Source: an optimization exercise on an open RTL-to-GDS flow (aim: small area). Production flows keep margins and buffers that such runs may drop. In this exercise RTL edits were held to simulation tests only and were not proved equivalent to the original.

==> flow/design.v (outline; a module is shown in full before it is edited, if it fits) <==
// module ddc_andn: 7 lines
// module ddc_aoi: 8 lines
// module ddc_fa: 10 lines
// module ddc_ha: 9 lines
// module ddc_inv: 6 lines
// module ddc_nand: 7 lines
// module ddc_nor: 7 lines
// module ddc_or: 7 lines
// module ddc_orn: 7 lines
// module ddc_pp: 10 lines
// module ddc_pp1: 8 lines
// module ddc_xnor: 7 lines
// module ddc_xor: 7 lines
// module ddc_nco: 404 lines
// module ddc_mul: 820 lines
// module ddc_mixer_lane: 26 lines
// module ddc_trig: 1106 lines
// module ddc_g_a211oi_1: 9 lines
// module ddc_g_a21boi_0: 8 lines
// module ddc_g_a21oi_1: 8 lines
// module ddc_g_a221oi_1: 10 lines
// module ddc_g_a22oi_1: 9 lines
// module ddc_g_a311oi_1: 10 lines
// module ddc_g_a31oi_1: 9 lines
// module ddc_g_a32o_1: 10 lines
// module ddc_g_a32oi_1: 10 lines
// module ddc_g_clkinv_1: 6 lines
// module ddc_g_nand2_1: 7 lines
// module ddc_g_nand3_1: 8 lines
// module ddc_g_nand4_1: 9 lines
// module ddc_g_nor2_1: 7 lines
// module ddc_g_nor3_1: 8 lines
// module ddc_g_nor3b_1: 8 lines
// module ddc_g_nor4_1: 9 lines
// module ddc_g_o2111ai_1: 10 lines
// module ddc_g_o211ai_1: 9 lines
// module ddc_g_o21a_1: 8 lines
// module ddc_g_o21ai_0: 8 lines
// module ddc_g_o221ai_1: 10 lines
// module ddc_g_o22ai_1: 9 lines
// module ddc_g_o311ai_0: 10 lines
// module ddc_g_o31ai_1: 9 lines
// module ddc_g_o32ai_1: 10 lines
// module ddc_g_o41ai_1: 10 lines
// module ddc_g_or2_2: 7 lines
// module ddc_g_xor2_1: 7 lines
// module ddc_halfband_decim: 638 lines
// module ddc_top: 46 lines
module ddc_top (
    input  wire logic        i_clock,
    input  wire logic        i_rst_n,
    input  wire logic [31:0] i_sample,
    input  wire logic        i_valid,
    input  wire logic [31:0] i_phase_inc,
    input  wire logic        i_phase_inc_valid,
    output      logic [31:0] o_iq,
    output      logic        o_valid
);
  // ...
==> flow/flow/run.sh <==
#!/bin/bash
# Layout flow: the standard synthesis, unchanged; then every combinational cell in
# the synthesized netlist is set to its smallest drive strength (registers keep their
# cells), so that the resizer in the standard layout sizes up only what timing, slew
# and capacitance need; then the standard layout from floorplan to finish.
set -euo pipefail
R="$PWD/orfs/results/$FLOW_PLATFORM/ddc_top/base"
bash standard.sh synth > synth_run.log 2>&1
cp "$R/1_2_yosys.v" 1_2_yosys.standard.v
python3 flow/downsize.py "$FLOW_HOME/platforms/$FLOW_PLATFORM/lib/sky130_fd_sc_hd__tt_025C_1v80.lib" \
    1_2_yosys.standard.v "$R/1_2_yosys.v" > downsize.log 2>&1
rm -f "$R/1_synth.odb" "$R/1_synth.sdc"
bash standard.sh > layout_run.log 2>&1
==> flow/flow/downsize.py <==
#!/usr/bin/env python3
"""downsize.py LIB IN.v OUT.v: give every combinational cell instance in IN.v the
smallest-area cell of the same function family (same name up to the drive suffix),
leaving flip-flops, latches and every other cell kind as they are."""
import re, sys

lib, src, dst = sys.argv[1:4]
area = {}
for m in re.finditer(r'cell\s*\(\s*"?(sky130_fd_sc_hd__\w+)"?\s*\)\s*\{.*?area\s*:\s*([\d.]+)', open(lib).read(), re.S):
    area[m.group(1)] = float(m.group(2))
family = {}
for c in area:
    m = re.match(r"(sky130_fd_sc_hd__[a-z0-9]+?)_(\d+)$", c)
    if m:
        family.setdefault(m.group(1), []).append(c)
KEEP = re.compile(r"sky130_fd_sc_hd__(df|edf|sdf|sedf|dl|sdl|conb|tap|fill|decap|diode|clk|lpflow|probe|macro)")
swap = {}
for base, cells in family.items():
    best = min(cells, key=lambda c: (area[c], c))
    for c in cells:
        if c != best and area[c] > area[best] and not KEEP.match(c):
            swap[c] = best
text = open(src).read()
count = {}
def rep(m):
    c = m.group(1)
    if c in swap:
        count[c] = count.get(c, 0) + 1
        return swap[c] + m.group(2)
    return m.group(0)
text = re.sub(r"\b(sky130_fd_sc_hd__\w+)(\s+\S+\s*\()", rep, text)
open(dst, "w").write(text)
saved = sum(n * (area[c] - area[swap[c]]) for c, n in count.items())
for c, n in sorted(count.items()):
    print(f"{n:6d} {c} -> {swap[c]}")
print(f"area saved before layout: {saved:.1f} um2")
==> flow/standard.sh <==
#!/bin/bash
# synth_recipe.tcl (not shown) runs the flow's synth.tcl, then flattens the netlist and writes it again
# the make line also repeats each setting of config.mk as NAME=value (left out here)
make -C /OpenROAD-flow-scripts/flow DESIGN_CONFIG=/design/flow/config.mk WORK_HOME=/design/flow/orfs CLKGATE_MAP_FILE= SYNTH_SCRIPT=/design/flow/synth_recipe.tcl "${@:-finish}"
==> flow/config.mk <==
export PLATFORM = sky130hd
export DESIGN_NAME = ddc_top
export DESIGN_NICKNAME = ddc_top
export VERILOG_FILES = /design/flow/design.v
export SDC_FILE = /design/flow/constraint.sdc
export NUM_CORES = 4
export LEC_CHECK = 0
export CAP_MARGIN = 20
export CORE_MARGIN = 2
export CORE_UTILIZATION = 65
export CTS_BUF_LIST = sky130_fd_sc_hd__clkbuf_4 sky130_fd_sc_hd__clkbuf_8
export SLEW_MARGIN = 20
export SYNTH_HIERARCHICAL = 1
==> flow/constraint.sdc <==
create_clock -name core_clock -period 10.0 [get_ports {i_clock}]
set_input_delay 2.0000 -clock core_clock [delete_from_list [all_inputs] [get_ports {i_clock}]]
set_output_delay 2.0000 -clock core_clock [all_outputs]
set_load 0.01 [all_outputs]
==> metrics.cfg, run 1 <==
[status]
status=timing/DRC/antenna clean

[cells_and_area]
nets=5136
regMostFlops=nco_i.inc
final_cell_count_no_fill=5251
n_clock_buffer=73
mostFrequentLayoutCells=xnor2_1, a22oi_1, nor2_1, a21oi_1, fa_1
nonClkBufAreaFrac=0.0630

[min_path]
min_path_type=reg -> reg
hold_end=hb_q_i.r1[15]

[grt]
use_met2=0.625
antenna_found_initial=6

[clock_tree]
cts_buffers=44
clkTransAtPathRegs_ns=0.06
cts_sinks=254
cts_max_level=2
cts_hold_buf=0

[place]
placed_area_um2=42400
place.gp.congestion=1.04

[critical_path]
startpoint=nco_i.acc[24]
required_ns=10.48

[timing]
relSlewSlack=0.293
min_period_over_period=0.946

[synthesis]
syn_area_um2=38400
netlist_instances=4114

[floorplanning]
start_util=0.654

==> run 2, diff against run 1 <==
--- a/flow/config.mk
+++ b/flow/config.mk
@@ -9,4 +9,3 @@
 export CORE_MARGIN = 2
-export CORE_UTILIZATION = 65
-export CTS_BUF_LIST = sky130_fd_sc_hd__clkbuf_4 sky130_fd_sc_hd__clkbuf_8
+export CORE_UTILIZATION = 40
 export SLEW_MARGIN = 20
==> metrics.cfg, run 2 <==
[floorplanning]
die_x_um=314  ; was 247 µm
die_h_um=314  ; was 247 µm
num_rows=113  ; was 89
start_util=0.404  ; was 0.654
ioPinCount=101  ; unchanged
die_area_um2=98400  ; was 61000 µm²
coreArea_um2=95000  ; was 58700 µm²

[synthesis]
synth_nets=4810  ; unchanged
syn_area_um2=38400  ; unchanged
ys_warn_count=10  ; unchanged
netlist_instances=4114  ; unchanged
postSynthAreaPerCell_um2=9.33  ; unchanged

[cells_and_area]
regArea_um2=6090  ; about the same
n_fill_cell=9183  ; was 4121
regMostFlops=nco_i.inc  ; unchanged
largest_register_ffs=32  ; unchanged
nets=5124  ; was 5136
layout_commonest_cell=xnor2_1  ; unchanged
mostFrequentLayoutCells=xnor2_1, a22oi_1, nor2_1, a21oi_1, fa_1  ; unchanged
syn2layout_area_growth_pct=15.3  ; was 13.7%
multi_input_area_um2=32000  ; was 32100 µm²
largestRegisters=nco_i.inc: 32 flops, nco_i.acc: 31 flops  ; unchanged
layout-drive-gt1-share=0.126  ; was 0.135
final_cell_count_no_fill=5719  ; was 5251

[critical_path]
r2r_cells=46  ; was 43
regToRegSetupSlack_ns=0.67  ; was 0.54 ns
critical_path_arrival_ns=9.80  ; was 9.94 ns
rr_endpoint=a_q_q[15]  ; was a_i_q[15]
required_ns=10.47  ; was 10.48 ns
startpoint_type=flip-flop  ; unchanged
critPathMaxStageDelay_ns=0.56  ; was 0.57 ns
cp.depth=46  ; was 43
critPathKind=reg -> reg  ; unchanged
crit_top_cell=a21oi_1  ; unchanged
cp_slowest_cell=fa_1  ; unchanged
cp_num_buf_inv=6  ; was 7
critPathCaptureType=flip-flop  ; unchanged
crit_fanout=16  ; was 13
path_delay_family=compound AO/OA/AOI/OAI gates  ; unchanged
r2r-start=nco_i.acc[30]  ; was nco_i.acc[24]

[detailed_routing]
dr.pass1.iters=6  ; was 9
routed_wl_um=109000  ; was 115000 µm
vias=31700  ; was 33800
wire_per_inst_um=19.1  ; was 22.0 µm
drt.antenna.violating_nets=0  ; unchanged
drc=0  ; unchanged
drt_iter0_markers=2295  ; was 3430
via_per_inst=5.54  ; was 6.44

[place]
numPortBuffers=100  ; unchanged
place_ws_ns=0.165  ; was 0.210 ns
place.gp.congestion=1.01  ; was 1.04
hpwl_um=86400  ; was 85800 µm
dp.cells=5658  ; was 5163

[grt]
grt_pass1_vias=31700  ; was 34200
overflow=0  ; unchanged
use_met3=0.0197  ; was 0.0584
grt.busiest_layer=met2  ; unchanged
grt_use_total=0.221  ; was 0.376
grt_pass1_wl_um=178000  ; was 183000 µm
grt_util_met1=0.310  ; was 0.485
antenna_found_initial=2  ; was 6
grt_max_degree=80  ; unchanged
use_met2=0.363  ; was 0.625

[min_path]
hold-path-cell-count=1  ; unchanged
hold_end=hb_i_i.r1[15]  ; was hb_q_i.r1[15]
min_path_type=reg -> reg  ; unchanged
min_from=hb_i_i.r1[15]  ; was hb_q_i.r1[15]

[flow_run]
maxCapViolations=0  ; unchanged

[clock_tree]
cts_buffers=31  ; was 44
cts_hold_buf=0  ; unchanged
cts-root-buf=clkbuf_16  ; was clkbuf_8
cts_max_level=1  ; was 2
insertion_delay_ns=0.61  ; was 0.62 ns
clkTransAtPathRegs_ns=0.07  ; was 0.06 ns
cts_sinks=254  ; unchanged
clockBufferDepth=3  ; unchanged
cts_tree=done  ; unchanged

[status]
status=timing/DRC/antenna clean  ; unchanged

[timing]
finalSetupTns_ns=0  ; unchanged
hold_violations=0  ; unchanged
rsz0062_at_grt=false
slew_viol_final=0  ; unchanged
clock_skew_ns=0.0265  ; was 0.0320 ns
setup_viol=0  ; unchanged
setup_ws_ns=0.672  ; was 0.540 ns
post-route-min-period_ns=9.33  ; was 9.46 ns
fmax_mhz=107  ; was 106 MHz
relSlewSlack=0.271  ; was 0.293
min_period_over_period=0.933  ; was 0.946
worst_pin_slew_ns=1.09  ; was 1.06 ns

run 2: worst max path at each step:
stage	from	to
finish	nco_i.acc[30]	a_q_q[15]
global route	nco_i.k_late[0]	b_q_q[15]
global placement	nco_i.k_late[0]	b_i_q[15]
detailed placement	nco_i.k_late[0]	b_i_q[15]
floorplan	nco_i.acc[24]	a_q_q[15]
CTS	nco_i.k_late[0]	b_i_q[15]
run 2: what timing repair did:
item | CTS | global route
buffers inserted | 0 | 2
gates resized for setup | 0 | 31
hold endpoints to repair | 0 | 0
setup endpoints to repair | 0 | 17
run 2: layout make-up:
cell class	instances	share of cell area
Multi-Input combinational cell	3612	0.724
Sequential cell	254	0.138
Timing Repair Buffer	325	0.0620
Tap cell	1265	0.0358
Clock buffer	44	0.0203
Inverter	204	0.0173
Clock inverter	14	0.00303
Antenna cell	1	0.0000566
run 2: routing by layer:
layer / wire [µm] / vias up
met3: 5770 / 189
met4: 3070 / 4
met1: 49400 / 15500
li1: - / 15000
met5: 30 / -
met2: 50800 / 979
run 2: stage by stage:
| stage | instance area [µm²] | hold WS [ns] | util |
|---|---|---|---|
| final | 44200 | 0.493 | 0.466 |
| after global routing | 44200 | 0.515 | 0.466 |
| after CTS | 44100 | 0.498 | 0.464 |
| after detailed placement | 43100 | 0.484 | 0.454 |
| after global placement | 43100 | 0.475 | 0.453 |
| after floorplan | 38400 | 0.465 | - |
run 2: worst reg2reg max path, delay by kind of cell, from the launching register on:
family	cells	cell delay, ns
DFF	1	0.51
xor gates and xnor gates	3	0.39
and+or+nand+nor	7	1.55
buffers and inverters	6	1.08
adders and majority gates	3	1.37
AOI/OAI and AO/OA	27	4.33
==> run 3, diff against run 2 <==
--- a/flow/flow/run.sh
+++ b/flow/flow/run.sh
@@ -12,2 +12,2 @@
 rm -f "$R/1_synth.odb" "$R/1_synth.sdc"
-bash standard.sh > layout_run.log 2>&1
+bash standard.sh BUFFER_PORTS_ARGS="-buffer_cell sky130_fd_sc_hd__buf_1" finish > layout_run.log 2>&1
==> metrics.cfg, run 3 <==
[detailed_routing]
wire_per_inst_um=19.3  ; was 19.1 µm
vias=31700  ; about the same
drt.antenna.violating_nets=0  ; unchanged
dr.pass1.iters=6  ; unchanged
routed_wl_um=110000  ; was 109000 µm
via_per_inst=5.54  ; about the same
drt_iter0_markers=2391  ; was 2295
drc=0  ; unchanged

[cells_and_area]
layout-drive-gt1-share=0.127  ; was 0.126
largest_register_ffs=32  ; unchanged
mostFrequentLayoutCells=xnor2_1, a22oi_1, nor2_1, a21oi_1, fa_1  ; unchanged
nets=5127  ; was 5124
regMostFlops=nco_i.inc  ; unchanged
syn2layout_area_growth_pct=13.8  ; was 15.3%
largestRegisters=nco_i.inc: 32 flops, nco_i.acc: 31 flops  ; unchanged
layout_commonest_cell=xnor2_1  ; unchanged
final_cell_count_no_fill=5720  ; was 5719
n_fill_cell=9227  ; was 9183
diodes=0  ; was 1

[critical_path]
crit_fanout=8  ; was 16
cp_slowest_cell=fa_1  ; unchanged
critPathKind=reg -> reg  ; unchanged
regToRegSetupSlack_ns=0.66  ; was 0.67 ns
rr_endpoint=a_q_q[15]  ; unchanged
critPathMaxStageDelay_ns=0.56  ; about the same
crit_top_cell=a21oi_1  ; unchanged
required_ns=10.52  ; was 10.47 ns
startpoint_type=flip-flop  ; unchanged
r2r_cells=46  ; unchanged
r2r-start=nco_i.acc[24]  ; was nco_i.acc[30]
critical_path_arrival_ns=9.86  ; was 9.80 ns
critPathCaptureType=flip-flop  ; unchanged

[grt]
grt_pass1_vias=31800  ; was 31700
grt_use_total=0.222  ; was 0.221
antenna_found_initial=4  ; was 2
grt_pass1_wl_um=178000  ; about the same
grt_max_degree=80  ; unchanged
overflow=0  ; unchanged

[timing]
clock_skew_ns=0.0123  ; was 0.0265 ns
hold_violations=0  ; unchanged
fmax_mhz=107  ; about the same
relSlewSlack=0.305  ; was 0.271
finalSetupTns_ns=0  ; unchanged
worst_pin_slew_ns=1.04  ; was 1.09 ns
min_period_over_period=0.934  ; was 0.933
setup_ws_ns=0.659  ; was 0.672 ns
slew_viol_final=0  ; unchanged
post-route-min-period_ns=9.34  ; was 9.33 ns
setup_viol=0  ; unchanged
rsz0062_at_grt=false  ; unchanged

[place]
place_ws_ns=0.222  ; was 0.165 ns
dp.cells=5657  ; was 5658
place.gp.congestion=0.975  ; was 1.01
hpwl_um=87000  ; was 86400 µm
numPortBuffers=100  ; unchanged

[synthesis]
syn_area_um2=38400  ; unchanged
ys_warn_count=10  ; unchanged
postSynthAreaPerCell_um2=9.33  ; unchanged
synth_nets=4810  ; unchanged
netlist_instances=4114  ; unchanged

[clock_tree]
clkTransAtPathRegs_ns=0.06  ; was 0.07 ns
cts-root-buf=clkbuf_16  ; unchanged
cts_hold_buf=0  ; unchanged
cts_sinks=254  ; unchanged
cts_tree=done  ; unchanged
insertion_delay_ns=0.60  ; was 0.61 ns
cts_buffers=30  ; was 31
cts_max_level=1  ; unchanged
clockBufferDepth=3  ; unchanged

[min_path]
min_path_type=reg -> reg  ; unchanged
hold-path-cell-count=1  ; unchanged
min_from=hb_i_i.r1[15]  ; unchanged
hold_end=hb_i_i.r1[15]  ; unchanged

[floorplanning]
die_x_um=314  ; unchanged
ioPinCount=101  ; unchanged
die_h_um=314  ; unchanged
start_util=0.404  ; unchanged
coreArea_um2=95000  ; unchanged
num_rows=113  ; unchanged
die_area_um2=98400  ; unchanged

[flow_run]
maxCapViolations=0  ; unchanged

[status]
status=timing/DRC/antenna clean  ; unchanged

-- run 3: cell count changes in the layout (fill, tap and decap cells not counted), sizes merged --
cell / change
clkbuf: +2
diode: -1
clkinvlp: +2
clkinv: -4
clkdlybuf4s50: -97
buf: +100
inv: -1
-- run 3: cell type report --
type / count / area (µm²) / area share
Clock buffer: 45 / 900 / 0.0206
Inverter: 204 / 777 / 0.0178
Clock inverter: 11 / 136 / 0.00312
Timing Repair Buffer: 329 / 2130 / 0.0487
Tap cell: 1265 / 1580 / 0.0362
Multi-Input combinational cell: 3612 / 32100 / 0.734
Sequential cell: 254 / 6090 / 0.139
-- run 3: metrics by stage --
| stage | area, µm² | hold slack (ns) | utilization |
|---|---|---|---|
| 2_1_floorplan | 38400 | 0.465 | - |
| 3_3_place_gp | 42400 | 0.474 | 0.447 |
| 3_5_place_dp | 42400 | 0.482 | 0.447 |
| 4_1_cts | 43500 | 0.498 | 0.457 |
| 5_1_grt | 43700 | 0.513 | 0.460 |
| 6_report | 43700 | 0.492 | 0.460 |
-- run 3: how the worst max path moves through the flow --
stage / from / to / slack, ns / depth (start not counted)
floorplan: nco_i.acc[24] / a_q_q[15] / 0.0004 / 42
CTS: nco_i.acc[24] / a_i_q[15] / 0.17 / 42
global placement: nco_i.k_late[6] / b_i_q[15] / 0.35 / 43
global route: nco_i.acc[24] / a_q_q[15] / 0.001 / 50
finish: nco_i.acc[24] / a_q_q[15] / 0.66 / 46
detailed placement: nco_i.acc[24] / a_i_q[15] / 0.22 / 42
-- run 3: what timing repair did --
action | CTS | global route
setup endpoints to repair | 0 | 15
resized for setup | 0 | 37
buffers inserted | 0 | 5
-- run 3: critical path, delay by kind of cell (launching register included) --
family                   cells  cell delay, ns
AO/OA/AOI/OAI               21            3.78
buffers and inverters        7            1.03
flip-flops                   1            0.50
adder cells (fa/ha/maj)      4            2.08
XOR/XNOR                     3            0.46
AND/OR/NAND/NOR             11            1.42
-- run 3: per-layer routing --
metal  routed length [µm]  up-vias  track usage
met1                49900    15600        0.311
met4                 2790        8       0.0558
li1                     -    15000            -
met5                   50        -            0
met3                 6110      167       0.0248
met2                51500      976        0.366
==> run 4, diff against run 3 <==
--- a/flow/flow/run.sh
+++ b/flow/flow/run.sh
@@ -12,2 +12,2 @@
 rm -f "$R/1_synth.odb" "$R/1_synth.sdc"
-bash standard.sh BUFFER_PORTS_ARGS="-buffer_cell sky130_fd_sc_hd__buf_1" finish > layout_run.log 2>&1
+bash standard.sh > layout_run.log 2>&1
--- a/flow/config.mk
+++ b/flow/config.mk
@@ -10,2 +10,5 @@
 export CORE_UTILIZATION = 40
+export CTS_BUF_LIST = sky130_fd_sc_hd__clkbuf_8 sky130_fd_sc_hd__clkbuf_16
+export CTS_CLUSTER_DIAMETER = 100
+export CTS_CLUSTER_SIZE = 20
 export SLEW_MARGIN = 20
==> metrics.cfg, run 4 <==
[grt]
use_met2=0.364  ; was 0.366
grt.busiest_layer=met2  ; unchanged
grt_max_degree=80  ; unchanged
grt_use_total=0.221  ; was 0.222
grt_pass1_wl_um=178000  ; about the same
grt_pass1_vias=31600  ; was 31800
overflow=0  ; unchanged
antenna_found_initial=2  ; was 4
use_met3=0.0177  ; was 0.0248
grt_util_met1=0.311  ; about the same

[critical_path]
critPathCaptureType=flip-flop  ; unchanged
startpoint_type=flip-flop  ; unchanged
critPathKind=reg -> reg  ; unchanged
critical_path_arrival_ns=9.85  ; was 9.86 ns
crit_fanout=16  ; was 8
rr_endpoint=a_q_q[15]  ; unchanged
cp_slowest_cell=fa_1  ; unchanged
regToRegSetupSlack_ns=0.63  ; was 0.66 ns
r2r_cells=46  ; unchanged
critPathMaxStageDelay_ns=0.55  ; was 0.56 ns
crit_top_cell=a21oi_1  ; unchanged
r2r-start=nco_i.acc[30]  ; was nco_i.acc[24]
required_ns=10.48  ; was 10.52 ns

[cells_and_area]
fin_util=0.461  ; was 0.460
n_fill_cell=9235  ; was 9227
largestRegisters=nco_i.inc: 32 flops, nco_i.acc: 31 flops  ; unchanged
nets=5110  ; was 5127
syn2layout_area_growth_pct=14.2  ; was 13.8%
largest_register_ffs=32  ; unchanged
regMostFlops=nco_i.inc  ; unchanged
mostFrequentLayoutCells=xnor2_1, a22oi_1, nor2_1, a21oi_1, fa_1  ; unchanged
layout-drive-gt1-share=0.121  ; was 0.127
finalInstanceArea_um2=43800  ; was 43700 µm²
layout_commonest_cell=xnor2_1  ; unchanged

[clock_tree]
clkTransAtPathRegs_ns=0.08  ; was 0.06 ns
cts_buffers=19  ; was 30
clockBufferDepth=3  ; unchanged
cts_sinks=254  ; unchanged
insertion_delay_ns=0.55  ; was 0.60 ns
cts-root-buf=clkbuf_16  ; unchanged
cts_tree=done  ; unchanged
cts_hold_buf=0  ; unchanged
cts_max_level=1  ; unchanged

[place]
hpwl_um=86400  ; was 87000 µm
placed_area_um2=43100  ; was 42400 µm²
place.gp.congestion=1.01  ; was 0.975
numPortBuffers=100  ; unchanged

[timing]
slew_viol_final=0  ; unchanged
min_period_over_period=0.937  ; was 0.934
clock_skew_ns=0.0224  ; was 0.0123 ns
post-route-min-period_ns=9.37  ; was 9.34 ns
setup_viol=0  ; unchanged
finalSetupTns_ns=0  ; unchanged
rsz0062_at_grt=false  ; unchanged
hold_violations=0  ; unchanged
timing.hold.ws_ns=0.497  ; was 0.492 ns
worst_pin_slew_ns=1.08  ; was 1.04 ns
relSlewSlack=0.276  ; was 0.305
fmax_mhz=107  ; about the same

[detailed_routing]
via_per_inst=5.54  ; about the same
vias=31500  ; was 31700
drt_iter0_markers=2448  ; was 2391
wire_per_inst_um=19.1  ; was 19.3 µm
routed_wl_um=109000  ; was 110000 µm
drc=0  ; unchanged
dr.pass1.iters=5  ; was 6
drt.antenna.violating_nets=0  ; unchanged

[floorplanning]
die_area_um2=98400  ; unchanged
num_rows=113  ; unchanged
coreArea_um2=95000  ; unchanged
die_h_um=314  ; unchanged
die_x_um=314  ; unchanged
start_util=0.404  ; unchanged
ioPinCount=101  ; unchanged

[status]
status=timing/DRC/antenna clean  ; unchanged

[min_path]
min_from=hb_i_i.r1[15]  ; unchanged
hold_end=hb_i_i.r1[15]  ; unchanged
hold-path-cell-count=1  ; unchanged
min_path_type=reg -> reg  ; unchanged

[synthesis]
syn_area_um2=38400  ; unchanged
synth_nets=4810  ; unchanged
netlist_instances=4114  ; unchanged
ys_warn_count=10  ; unchanged
postSynthAreaPerCell_um2=9.33  ; unchanged

[flow_run]
maxCapViolations=0  ; unchanged

## run 4: routing by layer
layer	routed length, µm	vias up	part of all wire
met3	5310	185	0.049
met1	49500	15500	0.45
met4	3050	4	0.028
met5	32	-	0.00029
met2	50900	931	0.47
li1	-	14900	-
## run 4: worst max-delay path by stage
stage | start | end | cells after the start
final | nco_i.acc[30] | a_q_q[15] | 46
after global routing | nco_i.acc[30] | a_i_q[15] | 49
after CTS | nco_i.k_late[0] | b_i_q[15] | 48
after detailed placement | nco_i.k_late[0] | b_i_q[15] | 48
after global placement | nco_i.k_late[0] | b_i_q[15] | 48
after floorplan | nco_i.acc[24] | a_q_q[15] | 42
## run 4: layout make-up
cell class	count	area, µm²	share of cell area
clock buffers	21	503	0.0115
repair buffers	323	2730	0.0622
well taps	1265	1580	0.0361
diodes	1	2.50	0.0000571
clock inverters	13	111	0.00254
multi-input cells	3612	32000	0.731
inverters	204	766	0.0175
flip-flops and latches	254	6090	0.139
## run 4: critical path, delay by kind of cell (launching register included)
family / cells / cell delay, ns
xor gates and xnor gates: 3 / 0.43
DFF: 1 / 0.51
adders and majority gates: 3 / 1.36
and+or+nand+nor: 7 / 1.54
AOI/OAI and AO/OA: 27 / 4.32
buffers and inverters: 6 / 1.15
## run 4: through the flow
step | setup slack (ns) | std cells
after global placement | 0.166 | 5658
after detailed placement | 0.165 | 5658
final | 0.628 | 5693
after CTS | 0.102 | 5692
after global routing | 0.00806 | 5692
after floorplan | 0.000378 | 4114
## run 4: timing repair
action / in CTS / in global routing
resized for setup: 0 / 30
setup endpoints to repair: 0 / 16
setup buffers: 0 / 0
==> run 5, diff against run 4 <==
--- a/flow/flow/run.sh
+++ b/flow/flow/run.sh
@@ -4,3 +4,4 @@
 # cells), so that the resizer in the standard layout sizes up only what timing, slew
-# and capacitance need; then the standard layout from floorplan to finish.
+# and capacitance need; then the standard layout from floorplan to finish, with
+# every port buffered by the smallest buffer (buf_1) instead of clkdlybuf4s50_1.
 set -euo pipefail
@@ -12,2 +13,2 @@
 rm -f "$R/1_synth.odb" "$R/1_synth.sdc"
-bash standard.sh > layout_run.log 2>&1
+bash standard.sh BUFFER_PORTS_ARGS="-buffer_cell sky130_fd_sc_hd__buf_1" finish > layout_run.log 2>&1
--- a/flow/config.mk
+++ b/flow/config.mk
@@ -7,3 +7,3 @@
 export LEC_CHECK = 0
-export CAP_MARGIN = 20
+export CAP_MARGIN = 5
 export CORE_MARGIN = 2
@@ -13,3 +13,3 @@
 export CTS_CLUSTER_SIZE = 20
-export SLEW_MARGIN = 20
+export SLEW_MARGIN = 5
 export SYNTH_HIERARCHICAL = 1
==> metrics.cfg, run 5 <==
[status]
status=timing/DRC/antenna clean  ; unchanged

[detailed_routing]
drc=0  ; unchanged
vias=31600  ; was 31500
routed_wl_um=110000  ; was 109000 µm
via_per_inst=5.54  ; about the same
wire_per_inst_um=19.3  ; was 19.1 µm
dr.pass1.iters=7  ; was 5
drt.antenna.violating_nets=0  ; unchanged
drt_iter0_markers=2441  ; was 2448

[place]
place_ws_ns=0.279  ; was 0.165 ns
place.gp.congestion=0.975  ; was 1.01
hpwl_um=87000  ; was 86400 µm
placed_area_um2=42400  ; was 43100 µm²
numPortBuffers=100  ; unchanged

[timing]
post-route-min-period_ns=9.36  ; was 9.37 ns
clock_skew_ns=0.0306  ; was 0.0224 ns
setup_ws_ns=0.641  ; was 0.628 ns
relSlewSlack=0.322  ; was 0.276
timing.hold.ws_ns=0.497  ; about the same
slew_viol_final=0  ; unchanged
setup_viol=0  ; unchanged
min_period_over_period=0.936  ; was 0.937
worst_pin_slew_ns=1.02  ; was 1.08 ns
hold_violations=0  ; unchanged
fmax_mhz=107  ; about the same

[critical_path]
r2r-start=nco_i.acc[24]  ; was nco_i.acc[30]
critPathMaxStageDelay_ns=0.53  ; was 0.55 ns
startpoint_type=flip-flop  ; unchanged
critPathCaptureType=flip-flop  ; unchanged
critPathKind=reg -> reg  ; unchanged
rr_endpoint=a_q_q[15]  ; unchanged
required_ns=10.46  ; was 10.48 ns
r2r_cells=47  ; was 46
cp_slowest_cell=fa_1  ; unchanged
regToRegSetupSlack_ns=0.64  ; was 0.63 ns
crit_top_cell=a21oi_1  ; unchanged
critical_path_arrival_ns=9.82  ; was 9.85 ns
crit_fanout=16  ; unchanged

[synthesis]
ys_warn_count=10  ; unchanged
postSynthAreaPerCell_um2=9.33  ; unchanged
netlist_instances=4114  ; unchanged
syn_area_um2=38400  ; unchanged
synth_nets=4810  ; unchanged

[clock_tree]
cts_hold_buf=0  ; unchanged
clkTransAtPathRegs_ns=0.10  ; was 0.08 ns
cts_sinks=254  ; unchanged
cts_max_level=1  ; unchanged
clockBufferDepth=3  ; unchanged
insertion_delay_ns=0.55  ; about the same
cts-root-buf=clkbuf_16  ; unchanged
cts_buffers=18  ; was 19
cts_tree=done  ; unchanged

[cells_and_area]
largestRegisters=nco_i.inc: 32 flops, nco_i.acc: 31 flops  ; unchanged
finalInstanceArea_um2=43200  ; was 43800 µm²
n_fill_cell=9248  ; was 9235
mostFrequentLayoutCells=xnor2_1, a22oi_1, nor2_1, a21oi_1, fa_1  ; unchanged
layout_commonest_cell=xnor2_1  ; unchanged
largest_register_ffs=32  ; unchanged
nets=5113  ; was 5110
syn2layout_area_growth_pct=12.6  ; was 14.2%
regMostFlops=nco_i.inc  ; unchanged
layout-drive-gt1-share=0.124  ; was 0.121

[min_path]
hold_end=hb_i_i.r1[15]  ; unchanged
min_from=hb_i_i.r1[15]  ; unchanged
hold-path-cell-count=1  ; unchanged
min_path_type=reg -> reg  ; unchanged

[grt]
grt_pass1_wl_um=178000  ; about the same
grt_max_degree=80  ; unchanged
overflow=0  ; unchanged
antenna_found_initial=4  ; was 2
grt_use_total=0.222  ; was 0.221
grt_pass1_vias=31700  ; was 31600

[floorplanning]
num_rows=113  ; unchanged
die_h_um=314  ; unchanged
die_x_um=314  ; unchanged
die_area_um2=98400  ; unchanged
ioPinCount=101  ; unchanged
coreArea_um2=95000  ; unchanged
start_util=0.404  ; unchanged

[flow_run]
maxCapViolations=0  ; unchanged

## run 5: how the worst max path moves through the flow
stage	start	endpoint	depth (start not counted)
2_1_floorplan	nco_i.acc[24]	a_q_q[15]	42
3_5_place_dp	nco_i.acc[24]	a_i_q[15]	42
3_3_place_gp	nco_i.k_late[6]	b_i_q[15]	43
5_1_grt	nco_i.k_late[0]	b_q_q[15]	48
4_1_cts	nco_i.acc[24]	a_i_q[15]	42
6_report	nco_i.acc[24]	a_q_q[15]	47
## run 5: layout make-up
type,instances,area (µm²),area share
sequential,254,6090,0.141
multi-input combinational,3612,32100,0.742
clock buffer,19,464,0.0107
clock inverter,13,100,0.00232
timing repair buffer,327,2120,0.0490
antenna,1,2.50,0.0000579
tap,1265,1580,0.0366
inverter,204,781,0.0181
## run 5: routing by layer
layer,vias to the layer above,global-route usage,wire length [µm]
met4,8,0.0554,2660
li1,15000,-,-
met2,948,0.366,52000
met5,-,0,54
met1,15500,0.310,49400
met3,164,0.0230,5950
## run 5: timing repair
| item | 4_1_cts | 5_1_grt |
|---|---|---|
| resized for setup | 0 | 44 |
| endpoints found under the setup margin | 0 | 15 |
| hold endpoints to repair | 0 | 0 |
| setup buffers | 0 | 4 |
## run 5: per-stage QoR
step                      setup TNS, ns  cells   util
after floorplan                       0   4114      -
after global placement                0   5657  0.447
after detailed placement              0   5657  0.447
after CTS                             0   5689  0.452
after global routing            -0.0432   5694  0.455
final                                 0   5695  0.455
## run 5: worst max-delay path: cells and delay by family, from the launching register on
kind / cells / cell delay (ns)
simple gates: 10 / 1.30
xor+xnor: 2 / 0.31
fa+ha+maj: 5 / 2.05
buf+inv: 7 / 1.17
compound gates: 23 / 3.94
flops: 1 / 0.49
==> run 6, diff against run 5 <==
--- a/flow/config.mk
+++ b/flow/config.mk
@@ -7,3 +7,3 @@
 export LEC_CHECK = 0
-export CAP_MARGIN = 5
+export CAP_MARGIN = 20
 export CORE_MARGIN = 2
@@ -13,3 +13,3 @@
 export CTS_CLUSTER_SIZE = 20
-export SLEW_MARGIN = 5
+export SLEW_MARGIN = 20
 export SYNTH_HIERARCHICAL = 1
==> metrics.cfg, run 6 <==
[grt]
grt_pass1_wl_um=178000  ; about the same
antenna_found_initial=4  ; unchanged
grt_use_total=0.221  ; was 0.222
overflow=0  ; unchanged
grt_max_degree=80  ; unchanged
grt_pass1_vias=31700  ; about the same

[cells_and_area]
largest_register_ffs=32  ; unchanged
syn2layout_area_growth_pct=12.5  ; was 12.6%
largestRegisters=nco_i.inc: 32 flops, nco_i.acc: 31 flops  ; unchanged
final_cell_count_no_fill=5696  ; was 5695
n_fill_cell=9266  ; was 9248
regMostFlops=nco_i.inc  ; unchanged
layout_commonest_cell=xnor2_1  ; unchanged
regArea_um2=6090  ; about the same
fin_util=0.455  ; about the same
nets=5114  ; was 5113
multi_input_area_um2=32100  ; about the same
mostFrequentLayoutCells=xnor2_1, a22oi_1, nor2_1, a21oi_1, fa_1  ; unchanged
layout-drive-gt1-share=0.122  ; was 0.124

[place]
dp.cells=5657  ; unchanged
numPortBuffers=100  ; unchanged
place.gp.congestion=0.975  ; unchanged
hpwl_um=87000  ; about the same
place_ws_ns=0.222  ; was 0.279 ns

[floorplanning]
die_area_um2=98400  ; unchanged
die_x_um=314  ; unchanged
num_rows=113  ; unchanged
coreArea_um2=95000  ; unchanged
start_util=0.404  ; unchanged
ioPinCount=101  ; unchanged
die_h_um=314  ; unchanged

[timing]
fmax_mhz=107  ; about the same
min_period_over_period=0.933  ; was 0.936
slew_viol_final=0  ; unchanged
worst_pin_slew_ns=1.04  ; was 1.02 ns
timing.hold.ws_ns=0.497  ; about the same
rsz0062_at_grt=false
hold_violations=0  ; unchanged
setup_viol=0  ; unchanged
relSlewSlack=0.300  ; was 0.322
post-route-min-period_ns=9.33  ; was 9.36 ns
setup_ws_ns=0.665  ; was 0.641 ns
clock_skew_ns=0.0246  ; was 0.0306 ns
finalSetupTns_ns=0  ; unchanged

[clock_tree]
cts_buffers=18  ; unchanged
cts_hold_buf=0  ; unchanged
cts-root-buf=clkbuf_16  ; unchanged
insertion_delay_ns=0.55  ; about the same
cts_max_level=1  ; unchanged
cts_sinks=254  ; unchanged
clkTransAtPathRegs_ns=0.10  ; about the same
cts_tree=done  ; unchanged
clockBufferDepth=3  ; unchanged

[critical_path]
regToRegSetupSlack_ns=0.67  ; was 0.64 ns
r2r_cells=50  ; was 47
r2r-start=nco_i.acc[24]  ; unchanged
critPathKind=reg -> reg  ; unchanged
crit_fanout=14  ; was 16
startpoint_type=flip-flop  ; unchanged
cp_slowest_cell=fa_1  ; unchanged
crit_top_cell=a21oi_1  ; unchanged
rr_endpoint=a_i_q[15]  ; was a_q_q[15]
critPathMaxStageDelay_ns=0.57  ; was 0.53 ns
critPathCaptureType=flip-flop  ; unchanged
required_ns=10.44  ; was 10.46 ns
critical_path_arrival_ns=9.77  ; was 9.82 ns

[synthesis]
synth_nets=4810  ; unchanged
ys_warn_count=10  ; unchanged
syn_area_um2=38400  ; unchanged
netlist_instances=4114  ; unchanged
postSynthAreaPerCell_um2=9.33  ; unchanged

[detailed_routing]
drc=0  ; unchanged
vias=31400  ; was 31600
via_per_inst=5.51  ; was 5.54
routed_wl_um=110000  ; about the same
drt.antenna.violating_nets=0  ; unchanged
dr.pass1.iters=6  ; was 7
drt_iter0_markers=2368  ; was 2441
wire_per_inst_um=19.3  ; about the same

[status]
status=timing/DRC/antenna clean  ; unchanged

[min_path]
min_from=hb_q_i.r1[9]  ; was hb_i_i.r1[15]
hold_end=hb_q_i.r1[9]  ; was hb_i_i.r1[15]
min_path_type=reg -> reg  ; unchanged
hold-path-cell-count=1  ; unchanged

[flow_run]
maxCapViolations=0  ; unchanged

-- run 6: routing by layer --
| metal | share of wire | GRT usage |
|---|---|---|
| met5 | 0.00049 | 0 |
| met4 | 0.026 | 0.0567 |
| met3 | 0.054 | 0.0234 |
| met2 | 0.47 | 0.365 |
| met1 | 0.45 | 0.310 |
-- run 6: worst max-delay path: cells and delay by family, from the launching register on --
| family | cells | cell delay, ns |
|---|---|---|
| AOI/OAI and AO/OA | 26 | 3.94 |
| xor gates and xnor gates | 3 | 0.46 |
| adders and majority gates | 3 | 1.37 |
| buffers and inverters | 6 | 1.02 |
| DFF | 1 | 0.49 |
| and+or+nand+nor | 12 | 1.94 |
-- run 6: worst max path at each step --
stage,endpoint,startpoint,slack (ns)
floorplan,a_q_q[15],nco_i.acc[24],0.0004
global placement,b_i_q[15],nco_i.k_late[6],0.35
detailed placement,a_i_q[15],nco_i.acc[24],0.22
CTS,a_i_q[15],nco_i.acc[24],0.16
finish,a_i_q[15],nco_i.acc[24],0.67
global route,a_q_q[15],nco_i.acc[24],0.01
-- run 6: repair_timing --
item,in CTS,in global routing
resized for setup,0,37
setup endpoints to repair,0,15
setup buffers,0,4
-- run 6: cell type report --
cell class	count	area share
Clock buffer	19	0.0107
Timing Repair Buffer	328	0.0491
Inverter	204	0.0180
Clock inverter	13	0.00232
Multi-Input combinational cell	3612	0.742
Sequential cell	254	0.141
Antenna cell	1	0.0000579
Tap cell	1265	0.0366
-- run 6: per-stage QoR --
step / area [µm²]
floorplan: 38400
global placement: 42400
detailed placement: 42400
CTS: 43000
global route: 43200
finish: 43200
==> run 7, diff against run 6 <==
--- a/flow/flow/run.sh
+++ b/flow/flow/run.sh
@@ -13,2 +13,2 @@
 rm -f "$R/1_synth.odb" "$R/1_synth.sdc"
-bash standard.sh BUFFER_PORTS_ARGS="-buffer_cell sky130_fd_sc_hd__buf_1" finish > layout_run.log 2>&1
+bash standard.sh BUFFER_PORTS_ARGS="-buffer_cell sky130_fd_sc_hd__buf_1" DONT_USE_CELLS="sky130_fd_sc_hd__probe_p_8 sky130_fd_sc_hd__probec_p_8 sky130_fd_sc_hd__lpflow_bleeder_1 sky130_fd_sc_hd__lpflow_clkbufkapwr_1 sky130_fd_sc_hd__lpflow_clkbufkapwr_16 sky130_fd_sc_hd__lpflow_clkbufkapwr_2 sky130_fd_sc_hd__lpflow_clkbufkapwr_4 sky130_fd_sc_hd__lpflow_clkbufkapwr_8 sky130_fd_sc_hd__lpflow_clkinvkapwr_1 sky130_fd_sc_hd__lpflow_clkinvkapwr_16 sky130_fd_sc_hd__lpflow_clkinvkapwr_2 sky130_fd_sc_hd__lpflow_clkinvkapwr_4 sky130_fd_sc_hd__lpflow_clkinvkapwr_8 sky130_fd_sc_hd__lpflow_decapkapwr_12 sky130_fd_sc_hd__lpflow_decapkapwr_3 sky130_fd_sc_hd__lpflow_decapkapwr_4 sky130_fd_sc_hd__lpflow_decapkapwr_6 sky130_fd_sc_hd__lpflow_decapkapwr_8 sky130_fd_sc_hd__lpflow_inputiso0n_1 sky130_fd_sc_hd__lpflow_inputiso0p_1 sky130_fd_sc_hd__lpflow_inputiso1n_1 sky130_fd_sc_hd__lpflow_inputiso1p_1 sky130_fd_sc_hd__lpflow_inputisolatch_1 sky130_fd_sc_hd__lpflow_isobufsrc_1 sky130_fd_sc_hd__lpflow_isobufsrc_16 sky130_fd_sc_hd__lpflow_isobufsrc_2 sky130_fd_sc_hd__lpflow_isobufsrc_4 sky130_fd_sc_hd__lpflow_isobufsrc_8 sky130_fd_sc_hd__lpflow_isobufsrckapwr_16 sky130_fd_sc_hd__lpflow_lsbuf_lh_hl_isowell_tap_1 sky130_fd_sc_hd__lpflow_lsbuf_lh_hl_isowell_tap_2 sky130_fd_sc_hd__lpflow_lsbuf_lh_hl_isowell_tap_4 sky130_fd_sc_hd__lpflow_lsbuf_lh_isowell_4 sky130_fd_sc_hd__lpflow_lsbuf_lh_isowell_tap_1 sky130_fd_sc_hd__lpflow_lsbuf_lh_isowell_tap_2 sky130_fd_sc_hd__lpflow_lsbuf_lh_isowell_tap_4 sky130_fd_sc_hd__buf_4 sky130_fd_sc_hd__buf_6 sky130_fd_sc_hd__buf_8 sky130_fd_sc_hd__buf_12 sky130_fd_sc_hd__buf_16" finish > layout_run.log 2>&1
==> metrics.cfg, run 7 <==
[status]
status=timing/DRC/antenna clean  ; unchanged

[grt]
grt_use_total=0.220  ; was 0.221
grt_pass1_wl_um=177000  ; was 178000 µm
grt_max_degree=124  ; was 80
grt_pass1_vias=31700  ; about the same
overflow=0  ; unchanged
antenna_found_initial=2  ; was 4

[place]
place.gp.congestion=1.03  ; was 0.975
place_ws_ns=0.263  ; was 0.222 ns
hpwl_um=86800  ; was 87000 µm
dp.cells=5654  ; was 5657
placed_area_um2=43100  ; was 42400 µm²
numPortBuffers=100  ; unchanged

[cells_and_area]
final_cell_count_no_fill=5700  ; was 5696
fin_util=0.461  ; was 0.455
nets=5120  ; was 5114
regMostFlops=nco_i.inc  ; unchanged
finalInstanceArea_um2=43800  ; was 43200 µm²
layout_commonest_cell=xnor2_1  ; unchanged
layout-drive-gt1-share=0.0918  ; was 0.122
syn2layout_area_growth_pct=14.2  ; was 12.5%
mostFrequentLayoutCells=xnor2_1, a22oi_1, nor2_1, a21oi_1, fa_1  ; unchanged
largest_register_ffs=32  ; unchanged
largestRegisters=nco_i.inc: 32 flops, nco_i.acc: 31 flops  ; unchanged
diodes=0  ; was 1

[floorplanning]
die_area_um2=98400  ; unchanged
coreArea_um2=95000  ; unchanged
num_rows=113  ; unchanged
start_util=0.404  ; unchanged
die_x_um=314  ; unchanged
ioPinCount=101  ; unchanged
die_h_um=314  ; unchanged

[timing]
min_period_over_period=0.939  ; was 0.933
slew_viol_final=0  ; unchanged
fmax_mhz=106  ; was 107 MHz
post-route-min-period_ns=9.39  ; was 9.33 ns
worst_pin_slew_ns=1.14  ; was 1.04 ns
clock_skew_ns=0.0181  ; was 0.0246 ns
setup_ws_ns=0.606  ; was 0.665 ns
setup_viol=0  ; unchanged
rsz0062_at_grt=true  ; was false
hold_violations=0  ; unchanged
relSlewSlack=0.242  ; was 0.300

[critical_path]
critPathMaxStageDelay_ns=0.55  ; was 0.57 ns
critPathKind=reg -> reg  ; unchanged
crit_top_cell=a21oi_1  ; unchanged
critPathCaptureType=flip-flop  ; unchanged
required_ns=10.46  ; was 10.44 ns
critical_path_arrival_ns=9.86  ; was 9.77 ns
cp_slowest_cell=fa_1  ; unchanged
crit_fanout=10  ; was 14
startpoint_type=flip-flop  ; unchanged

[clock_tree]
insertion_delay_ns=0.54  ; was 0.55 ns
cts_buffers=17  ; was 18
cts-root-buf=clkbuf_16  ; unchanged
clockBufferDepth=3  ; unchanged
clkTransAtPathRegs_ns=0.08  ; was 0.10 ns
cts_sinks=254  ; unchanged
cts_tree=done  ; unchanged
cts_max_level=1  ; unchanged

[detailed_routing]
vias=31800  ; was 31400
dr.pass1.iters=6  ; unchanged
wire_per_inst_um=19.2  ; was 19.3 µm
drt_iter0_markers=2434  ; was 2368
via_per_inst=5.57  ; was 5.51
routed_wl_um=110000  ; about the same
drt.antenna.violating_nets=0  ; unchanged
drc=0  ; unchanged

[synthesis]
ys_warn_count=10  ; unchanged
netlist_instances=4114  ; unchanged
synth_nets=4810  ; unchanged
syn_area_um2=38400  ; unchanged
postSynthAreaPerCell_um2=9.33  ; unchanged

[flow_run]
maxCapViolations=0  ; unchanged

[min_path]
min_path_type=reg -> reg  ; unchanged

## run 7: cell count changes in the layout (fill, tap and decap cells not counted), moves of 5 or more
cell,delta
buf_2,+5
clkdlybuf4s18_2,+38
buf_4,-223
clkbuf_2,+16
dlygate4sd1_1,+143
bufbuf_8,+26
## run 7: cell type report
class,count,area (µm²)
inverter,204,773
timing repair buffer,335,2700
tap,1265,1580
clock buffer,17,425
sequential,254,6090
clock inverter,13,72.6
multi-input combinational,3612,32200
fill,9248,51200
## run 7: worst paths after layout
kind	startpoint	endpoint	slack, ns	cells after the start
hold / removal	hb_i_i.r1[15]	hb_i_i.r1[15]	0.50	1
hold reg to reg	hb_i_i.r1[15]	hb_i_i.r1[15]	0.50	1
setup / recovery	nco_i.k_late[0]	b_i_q[15]	0.61	42
max in group asynchronous	i_rst_n	valid_q	7.26	2
min in group asynchronous	i_rst_n	nco_i.inc[10]	1.44	1
setup reg to reg	nco_i.k_late[0]	b_i_q[15]	0.61	42
## run 7: per-stage QoR
stage,TNS [ns],hold WS (ns)
2_1_floorplan,0,0.465
3_5_place_dp,0,0.483
3_3_place_gp,0,0.474
5_1_grt,-0.139,0.517
6_report,0,0.498
4_1_cts,0,0.505
## run 7: layer usage
layer | track usage | part of all wire
met4 | 0.0613 | 0.031
met1 | 0.301 | 0.44
met2 | 0.371 | 0.48
met3 | 0.0218 | 0.053
met5 | 0 | 0.00026
## run 7: repair_timing
item / 4_1_cts / 5_1_grt
hold endpoints to repair: 0 / 0
resized for setup: 0 / 66
endpoints found under the setup margin: 0 / 16
buffers inserted: 0 / 16
hold buffers: 0 / 0
## run 7: critical path, delay by kind of cell (launching register included)
| family | cells | cell delay (ns) |
|---|---|---|
| flops | 1 | 0.44 |
| xor+xnor | 3 | 0.46 |
| buf+inv | 4 | 0.77 |
| compound gates | 21 | 3.38 |
| fa+ha+maj | 4 | 1.85 |
| simple gates | 10 | 2.40 |
==> run 8, diff against run 7 <==
==> flow/flow/run.sh (replaced) <==
#!/bin/bash
# Layout flow: the standard synthesis, unchanged; then every combinational cell in
# the synthesized netlist is set to its smallest drive strength, except those driving more than 6 pins (registers keep their
# cells), so that the resizer in the standard layout sizes up only what timing, slew
# and capacitance need; then the standard layout from floorplan to finish.
set -euo pipefail
R="$PWD/orfs/results/$FLOW_PLATFORM/ddc_top/base"
bash standard.sh synth > synth_run.log 2>&1
cp "$R/1_2_yosys.v" 1_2_yosys.standard.v
python3 flow/downsize.py "$FLOW_HOME/platforms/$FLOW_PLATFORM/lib/sky130_fd_sc_hd__tt_025C_1v80.lib" \
    1_2_yosys.standard.v "$R/1_2_yosys.v" 6 > downsize.log 2>&1
rm -f "$R/1_synth.odb" "$R/1_synth.sdc"
bash standard.sh > layout_run.log 2>&1
==> flow/flow/downsize.py (replaced) <==
#!/usr/bin/env python3
"""downsize.py LIB IN.v OUT.v [MAXFO]: give every combinational cell instance in IN.v
the smallest-area cell of the same function family (same name up to the drive suffix),
unless one of its outputs drives more than MAXFO pins (default 6), where the size
synthesis chose is kept. Flip-flops, latches and every other cell kind are left alone."""
import re, sys

lib, src, dst = sys.argv[1:4]
maxfo = int(sys.argv[4]) if len(sys.argv) > 4 else 6
libtxt = open(lib).read()
area, outpins = {}, {}
for m in re.finditer(r'\n    cell \("(sky130_fd_sc_hd__\w+)"\)', libtxt):
    name = m.group(1)
    j = libtxt.find('\n    cell (', m.end())
    body = libtxt[m.end(): j if j > 0 else len(libtxt)]
    a = re.search(r'area\s*:\s*([\d.]+)', body)
    if a:
        area[name] = float(a.group(1))
    outs = set()
    for pm in re.finditer(r'(?<![_a-z])pin \("(\w+)"\)', body):
        seg = body[pm.end(): pm.end() + 400]
        d = re.search(r'direction : "(\w+)"', seg)
        if d and d.group(1) == "output":
            outs.add(pm.group(1))
    outpins[name] = outs
family = {}
for c in area:
    m = re.match(r"(sky130_fd_sc_hd__[a-z0-9]+?)_(\d+)$", c)
    if m:
        family.setdefault(m.group(1), []).append(c)
KEEP = re.compile(r"sky130_fd_sc_hd__(df|edf|sdf|sedf|dl|sdl|conb|tap|fill|decap|diode|clk|lpflow|probe|macro)")
swap = {}
for base, cells in family.items():
    best = min(cells, key=lambda c: (area[c], c))
    for c in cells:
        if c != best and area[c] > area[best] and not KEEP.match(c):
            swap[c] = best
text = open(src).read()
inst_re = re.compile(r"\b(sky130_fd_sc_hd__\w+)(\s+)(\S+)(\s*\()(.*?)\);", re.S)
# fanout: number of input pins on each net
fo = {}
insts = []
for m in inst_re.finditer(text):
    cell = m.group(1)
    pins = re.findall(r"\.(\w+)\(\s*([^()]*?)\s*\)", m.group(5))
    insts.append((m, cell, pins))
    for p, n in pins:
        if p not in outpins.get(cell, ()):
            fo[n] = fo.get(n, 0) + 1
count, kept = {}, 0
def rep(m):
    global kept
    c = m.group(1)
    if c not in swap:
        return m.group(0)
    pins = re.findall(r"\.(\w+)\(\s*([^()]*?)\s*\)", m.group(5))
    f = max([fo.get(n, 0) for p, n in pins if p in outpins.get(c, ())] or [0])
    if f > maxfo:
        kept += 1
        return m.group(0)
    count[c] = count.get(c, 0) + 1
    return swap[c] + m.group(0)[len(c):]
text = inst_re.sub(rep, text)
open(dst, "w").write(text)
saved = sum(n * (area[c] - area[swap[c]]) for c, n in count.items())
for c, n in sorted(count.items()):
    print(f"{n:6d} {c} -> {swap[c]}")
print(f"kept {kept} cells that drive more than {maxfo} pins")
print(f"area saved before layout: {saved:.1f} um2")
--- a/flow/config.mk
+++ b/flow/config.mk
@@ -10,5 +10,2 @@
 export CORE_UTILIZATION = 40
-export CTS_BUF_LIST = sky130_fd_sc_hd__clkbuf_8 sky130_fd_sc_hd__clkbuf_16
-export CTS_CLUSTER_DIAMETER = 100
-export CTS_CLUSTER_SIZE = 20
 export SLEW_MARGIN = 20
==> metrics.cfg, run 8 <==
[status]
status=timing/DRC/antenna clean  ; unchanged

[floorplanning]
die_area_um2=99200  ; was 98400 µm²
ioPinCount=101  ; unchanged
die_h_um=315  ; was 314 µm
coreArea_um2=96300  ; was 95000 µm²
num_rows=114  ; was 113
die_x_um=315  ; was 314 µm
start_util=0.402  ; was 0.404

[clock_tree]
insertion_delay_ns=0.57  ; was 0.54 ns
cts_hold_buf=0  ; unchanged
clkTransAtPathRegs_ns=0.06  ; was 0.08 ns
cts_sinks=254  ; unchanged
cts_max_level=1  ; unchanged
cts-root-buf=clkbuf_16  ; unchanged
cts_buffers=28  ; was 17
clockBufferDepth=3  ; unchanged
cts_tree=done  ; unchanged

[cells_and_area]
syn2layout_area_growth_pct=15.0  ; was 14.2%
regMostFlops=nco_i.inc  ; unchanged
layout_commonest_cell=xnor2_1  ; unchanged
largest_register_ffs=32  ; unchanged
final_cell_count_no_fill=5754  ; was 5700
layout-drive-gt1-share=0.134  ; was 0.0918
diodes=0  ; unchanged
nets=5152  ; was 5120
largestRegisters=nco_i.inc: 32 flops, nco_i.acc: 31 flops  ; unchanged
mostFrequentLayoutCells=xnor2_1, a22oi_1, nor2_1, a21oi_1, fa_1  ; unchanged

[synthesis]
netlist_instances=4114  ; unchanged
synth_nets=4810  ; unchanged
syn_area_um2=38700  ; was 38400 µm²
postSynthAreaPerCell_um2=9.41  ; was 9.33 µm²
ys_warn_count=10  ; unchanged

[grt]
grt_use_total=0.226  ; was 0.220
grt_pass1_vias=31900  ; was 31700
overflow=0  ; unchanged
antenna_found_initial=0  ; was 2
grt_pass1_wl_um=181000  ; was 177000 µm
grt_max_degree=80  ; was 124

[critical_path]
crit_top_cell=a21oi_1  ; unchanged
critPathMaxStageDelay_ns=0.51  ; was 0.55 ns
critPathCaptureType=flip-flop  ; unchanged
crit_fanout=16  ; was 10
startpoint_type=flip-flop  ; unchanged
path_delay_family=compound AO/OA/AOI/OAI gates  ; unchanged
startpoint=nco_i.k_late[0]  ; unchanged
required_ns=10.45  ; was 10.46 ns
critPathKind=reg -> reg  ; unchanged
cp_slowest_cell=fa_1  ; unchanged
cp_num_buf_inv=7  ; was 4
r2r-start=nco_i.k_late[0]  ; unchanged
critical_path_arrival_ns=9.64  ; was 9.86 ns

[timing]
clock_skew_ns=0.0120  ; was 0.0181 ns
setup_viol=0  ; unchanged
slew_viol_final=0  ; unchanged
timing.hold.ws_ns=0.492  ; was 0.498 ns
min_period_over_period=0.919  ; was 0.939
hold_violations=0  ; unchanged
worst_pin_slew_ns=1.01  ; was 1.14 ns
finalSetupTns_ns=0  ; unchanged
relSlewSlack=0.328  ; was 0.242
post-route-min-period_ns=9.19  ; was 9.39 ns
fmax_mhz=109  ; was 106 MHz

[detailed_routing]
via_per_inst=5.53  ; was 5.57
vias=31800  ; about the same
drc=0  ; unchanged
drt_iter0_markers=2532  ; was 2434
wire_per_inst_um=19.5  ; was 19.2 µm
dr.pass1.iters=6  ; unchanged
drt.antenna.violating_nets=0  ; unchanged
routed_wl_um=112000  ; was 110000 µm

[min_path]
min_path_type=reg -> reg  ; unchanged
min_from=hb_q_i.r1[9]  ; was hb_i_i.r1[15]

[place]
hpwl_um=87800  ; was 86800 µm
numPortBuffers=100  ; unchanged
dp.cells=5693  ; was 5654
place.gp.congestion=0.953  ; was 1.03

[flow_run]
maxCapViolations=0  ; unchanged

-- run 8: cell types whose count changed in the layout (fill, tap and decap cells not counted), moves of 6 or more --
| cell | change |
|---|---|
| a21oi_1 | -13 |
| a21oi_2 | +14 |
| buf_1 | -97 |
| buf_12 | +6 |
| buf_4 | +249 |
| bufbuf_8 | -26 |
| clkbuf_1 | +11 |
| clkbuf_16 | +12 |
| clkbuf_2 | -17 |
| clkdlybuf4s18_2 | -38 |
| clkdlybuf4s50_1 | +97 |
| dlygate4sd1_1 | -143 |
-- run 8: metal layers --
metal / part of all wire / vias to the layer above / wire length (µm) / track usage
met5: 0 / - / 0 / 0
met4: 0.023 / 0 / 2610 / 0.0505
met3: 0.062 / 173 / 6920 / 0.0276
met2: 0.45 / 1013 / 50300 / 0.354
met1: 0.47 / 15600 / 52500 / 0.331
li1: - / 15000 / - / -
-- run 8: path summary, 6_finish.rpt --
kind,end,slack [ns],cells after the start
max,b_i_q[15],0.81,43
min in group asynchronous,nco_i.k_late[1],1.38,1
min,hb_q_i.r1[9],0.49,1
max in group asynchronous,hb_q_i.r2[7],7.22,2
max reg2reg,b_i_q[15],0.81,43
min reg2reg,hb_q_i.r1[9],0.49,1
-- run 8: final cells by class --
cell class | count | area (µm²)
Multi-Input combinational cell | 3612 | 32100
Sequential cell | 254 | 6090
Timing Repair Buffer | 355 | 2980
Timing Repair inverter | 1 | 5.00
Clock buffer | 44 | 822
Tap cell | 1276 | 1600
Clock inverter | 8 | 93.8
Fill cell | 9309 | 51800
Inverter | 204 | 769
-- run 8: per-stage QoR --
stage | utilization | setup WS (ns) | instance area [µm²]
6_report | 0.462 | 0.808 | 44500
5_1_grt | 0.462 | -0.00404 | 44500
4_1_cts | 0.460 | 0.413 | 44300
3_5_place_dp | 0.451 | 0.452 | 43400
3_3_place_gp | 0.451 | 0.362 | 43400
2_1_floorplan | - | -0.0507 | 38700
-- run 8: what timing repair did --
| item | 4_1_cts | 5_1_grt |
|---|---|---|
| resized for setup | 0 | 24 |
| setup endpoints to repair | 0 | 11 |
| setup buffers | 0 | 8 |
-- run 8: worst register-to-register path, delay by kind of cell, from the launching register on --
kind | cells | cell delay [ns]
AOI/OAI and AO/OA | 22 | 3.59
xor gates and xnor gates | 2 | 0.37
adders and majority gates | 5 | 2.15
buffers and inverters | 7 | 1.08
DFF | 1 | 0.46
and+or+nand+nor | 7 | 1.42
==> run 9, diff against run 8 <==
--- a/flow/config.mk
+++ b/flow/config.mk
@@ -10,2 +10,5 @@
 export CORE_UTILIZATION = 40
+export CTS_BUF_LIST = sky130_fd_sc_hd__clkbuf_8 sky130_fd_sc_hd__clkbuf_16
+export CTS_CLUSTER_DIAMETER = 120
+export CTS_CLUSTER_SIZE = 30
 export SLEW_MARGIN = 20
==> metrics.cfg, run 9 <==
[clock_tree]
cts_max_level=1  ; unchanged
insertion_delay_ns=0.51  ; was 0.57 ns
cts_sinks=254  ; unchanged
cts_hold_buf=0  ; unchanged
clockBufferDepth=3  ; unchanged
cts_buffers=12  ; was 28
clkTransAtPathRegs_ns=0.12  ; was 0.06 ns
cts-root-buf=clkbuf_16  ; unchanged
cts_tree=done  ; unchanged

[grt]
grt_max_degree=80  ; unchanged
grt_pass1_vias=31700  ; was 31900
overflow=0  ; unchanged
grt_pass1_wl_um=180000  ; was 181000 µm
antenna_found_initial=0  ; unchanged
grt_use_total=0.224  ; was 0.226

[cells_and_area]
layout-drive-gt1-share=0.129  ; was 0.134
layout_commonest_cell=xnor2_1  ; unchanged
regMostFlops=nco_i.inc  ; unchanged
nets=5136  ; was 5152
syn2layout_area_growth_pct=13.6  ; was 15.0%
diodes=0  ; unchanged
final_cell_count_no_fill=5722  ; was 5754
largestRegisters=nco_i.inc: 32 flops, nco_i.acc: 31 flops  ; unchanged
largest_register_ffs=32  ; unchanged
mostFrequentLayoutCells=xnor2_1, a22oi_1, nor2_1, a21oi_1, fa_1  ; unchanged

[timing]
min_period_over_period=0.923  ; was 0.919
timing.hold.ws_ns=0.505  ; was 0.492 ns
clock_skew_ns=0.0154  ; was 0.0120 ns
setup_viol=0  ; unchanged
worst_pin_slew_ns=0.986  ; was 1.01 ns
slew_viol_final=0  ; unchanged
hold_violations=0  ; unchanged
relSlewSlack=0.342  ; was 0.328
post-route-min-period_ns=9.23  ; was 9.19 ns
fmax_mhz=108  ; was 109 MHz

[critical_path]
critPathCaptureType=flip-flop  ; unchanged
critical_path_arrival_ns=9.64  ; about the same
required_ns=10.41  ; was 10.45 ns
cp_slowest_cell=a311oi_4  ; was fa_1
crit_top_cell=a21oi_1  ; unchanged
crit_fanout=10  ; was 16
startpoint_type=flip-flop  ; unchanged
path_delay_family=compound AO/OA/AOI/OAI gates  ; unchanged
critPathMaxStageDelay_ns=0.75  ; was 0.51 ns
cp_num_buf_inv=6  ; was 7
regToRegSetupSlack_ns=0.77  ; was 0.81 ns
critPathKind=reg -> reg  ; unchanged

[detailed_routing]
routed_wl_um=112000  ; about the same
wire_per_inst_um=19.5  ; about the same
drc=0  ; unchanged
vias=31800  ; about the same
dr.pass1.iters=6  ; unchanged
drt.antenna.violating_nets=0  ; unchanged
drt_iter0_markers=2648  ; was 2532
via_per_inst=5.56  ; was 5.53

[synthesis]
ys_warn_count=10  ; unchanged
postSynthAreaPerCell_um2=9.41  ; unchanged
synth_nets=4810  ; unchanged
syn_area_um2=38700  ; unchanged
netlist_instances=4114  ; unchanged

[floorplanning]
die_x_um=315  ; unchanged
num_rows=114  ; unchanged
start_util=0.402  ; unchanged
die_h_um=315  ; unchanged
die_area_um2=99200  ; unchanged
ioPinCount=101  ; unchanged
coreArea_um2=96300  ; unchanged

[place]
place.gp.congestion=0.953  ; unchanged
hpwl_um=87800  ; unchanged
numPortBuffers=100  ; unchanged
dp.cells=5693  ; unchanged

[flow_run]
maxCapViolations=0  ; unchanged

[min_path]
min_path_type=reg -> reg  ; unchanged

[status]
status=timing/DRC/antenna clean  ; unchanged

run 9: cell types whose count changed in the layout (fill, tap and decap cells not counted), moves of 2 or more:
cell,before,now
bufinv_16,2,0
inv_1,202,207
clkinv_2,5,0
clkbuf_8,5,2
clkbuf_16,29,13
clkbuf_1,11,0
run 9: worst paths after layout:
check / from / endpoint / depth (start not counted)
min in group asynchronous: i_rst_n / nco_i.inc[22] / 1
min reg2reg: hb_i_i.r1[13] / hb_i_i.r1[13] / 1
max in group asynchronous: i_rst_n / hb_q_i.r2[4] / 2
min: hb_i_i.r1[13] / hb_i_i.r1[13] / 1
max: nco_i.k_late[0] / b_q_q[15] / 43
max reg2reg: nco_i.k_late[0] / b_q_q[15] / 43
run 9: stage by stage:
stage	cell area, µm²	utilization	setup slack, ns	TNS, ns
after floorplan	38700	-	-0.0507	-0.0507
after global placement	43400	0.451	0.362	0
after detailed placement	43400	0.451	0.452	0
after CTS	43800	0.455	0.397	0
after global routing	44000	0.457	-0.00773	-0.00851
final	44000	0.457	0.768	0
run 9: worst reg2reg max path, delay by kind of cell (launching register included):
family	cells	cell delay, ns
AND/OR/NAND/NOR	8	1.40
adder cells (fa/ha/maj)	4	1.78
flip-flops	1	0.48
buffers and inverters	6	0.94
AO/OA/AOI/OAI	22	4.10
XOR/XNOR	3	0.45
run 9: what timing repair did:
action,in CTS,in global routing
setup buffers,0,8
setup endpoints to repair,0,10
endpoints found under the hold margin,0,0
resized for setup,0,23
run 9: layout make-up:
| type | count | area, µm² |
|---|---|---|
| well taps | 1276 | 1600 |
| clock inverters | 6 | 33.8 |
| repair buffers | 355 | 2980 |
| clock buffers | 14 | 339 |
| inverters | 204 | 769 |
| flip-flops and latches | 254 | 6090 |
| fillers | 9357 | 52300 |
| multi-input cells | 3612 | 32100 |
| repair inverters | 1 | 5.00 |
run 9: layer usage:
layer	wire, µm	track usage
met4	2150	0.0449
met5	0	0
met2	50200	0.353
met3	7490	0.0261
met1	51800	0.331

-- re-timing with driven ports --
The flow's constraints put no driver on any port. The routed layouts listed below were extracted and timed again, unchanged, in two steps.
Step 1 assumes that a clkbuf_16 drives the clock port and a buf_2 every other input.
Step 2, shift: input delay + t, output delay - t, t = (earliest + latest rising clock arrival at the registers) / 2. This alone moves slack from input paths to output paths.
a / b / c = ideal / step 1 / step 2; a / b = the first two.
run | t (ns) | setup WS [ns] | hold WS [ns] | worst setup path after step 2
run 1 | 0.672 | 0.540 / 0.540 / 0.262 | 0.489 / 0.489 / 0.489 | input to register
run 2 | 0.667 | 0.672 / 0.672 / 0.473 | 0.493 / 0.493 / 0.493 | input to register
run 3 | 0.659 | 0.659 / 0.659 / 0.659 | 0.492 / 0.492 / 0.492 | register to register
run 4 | 0.605 | 0.628 / 0.628 / 0.513 | 0.497 / 0.497 / 0.497 | input to register
run 5 | 0.607 | 0.641 / 0.641 / 0.641 | 0.497 / 0.497 / 0.497 | register to register
run 6 | 0.599 | 0.665 / 0.665 / 0.665 | 0.497 / 0.497 / 0.497 | register to register
run 7 | 0.593 | 0.606 / 0.606 / 0.553 | 0.498 / 0.498 / 0.498 | input to register
run 8 | 0.627 | 0.808 / 0.808 / 0.555 | 0.492 / 0.492 / 0.492 | input to register
run 9 | 0.571 | 0.768 / 0.768 / 0.604 | 0.505 / 0.505 / 0.505 | input to register
After both steps setup and hold are still met in every run listed. For run 1, which loses most, drivers alone change the setup slack by 0.000 ns; drivers and shift together by -0.278 ns.
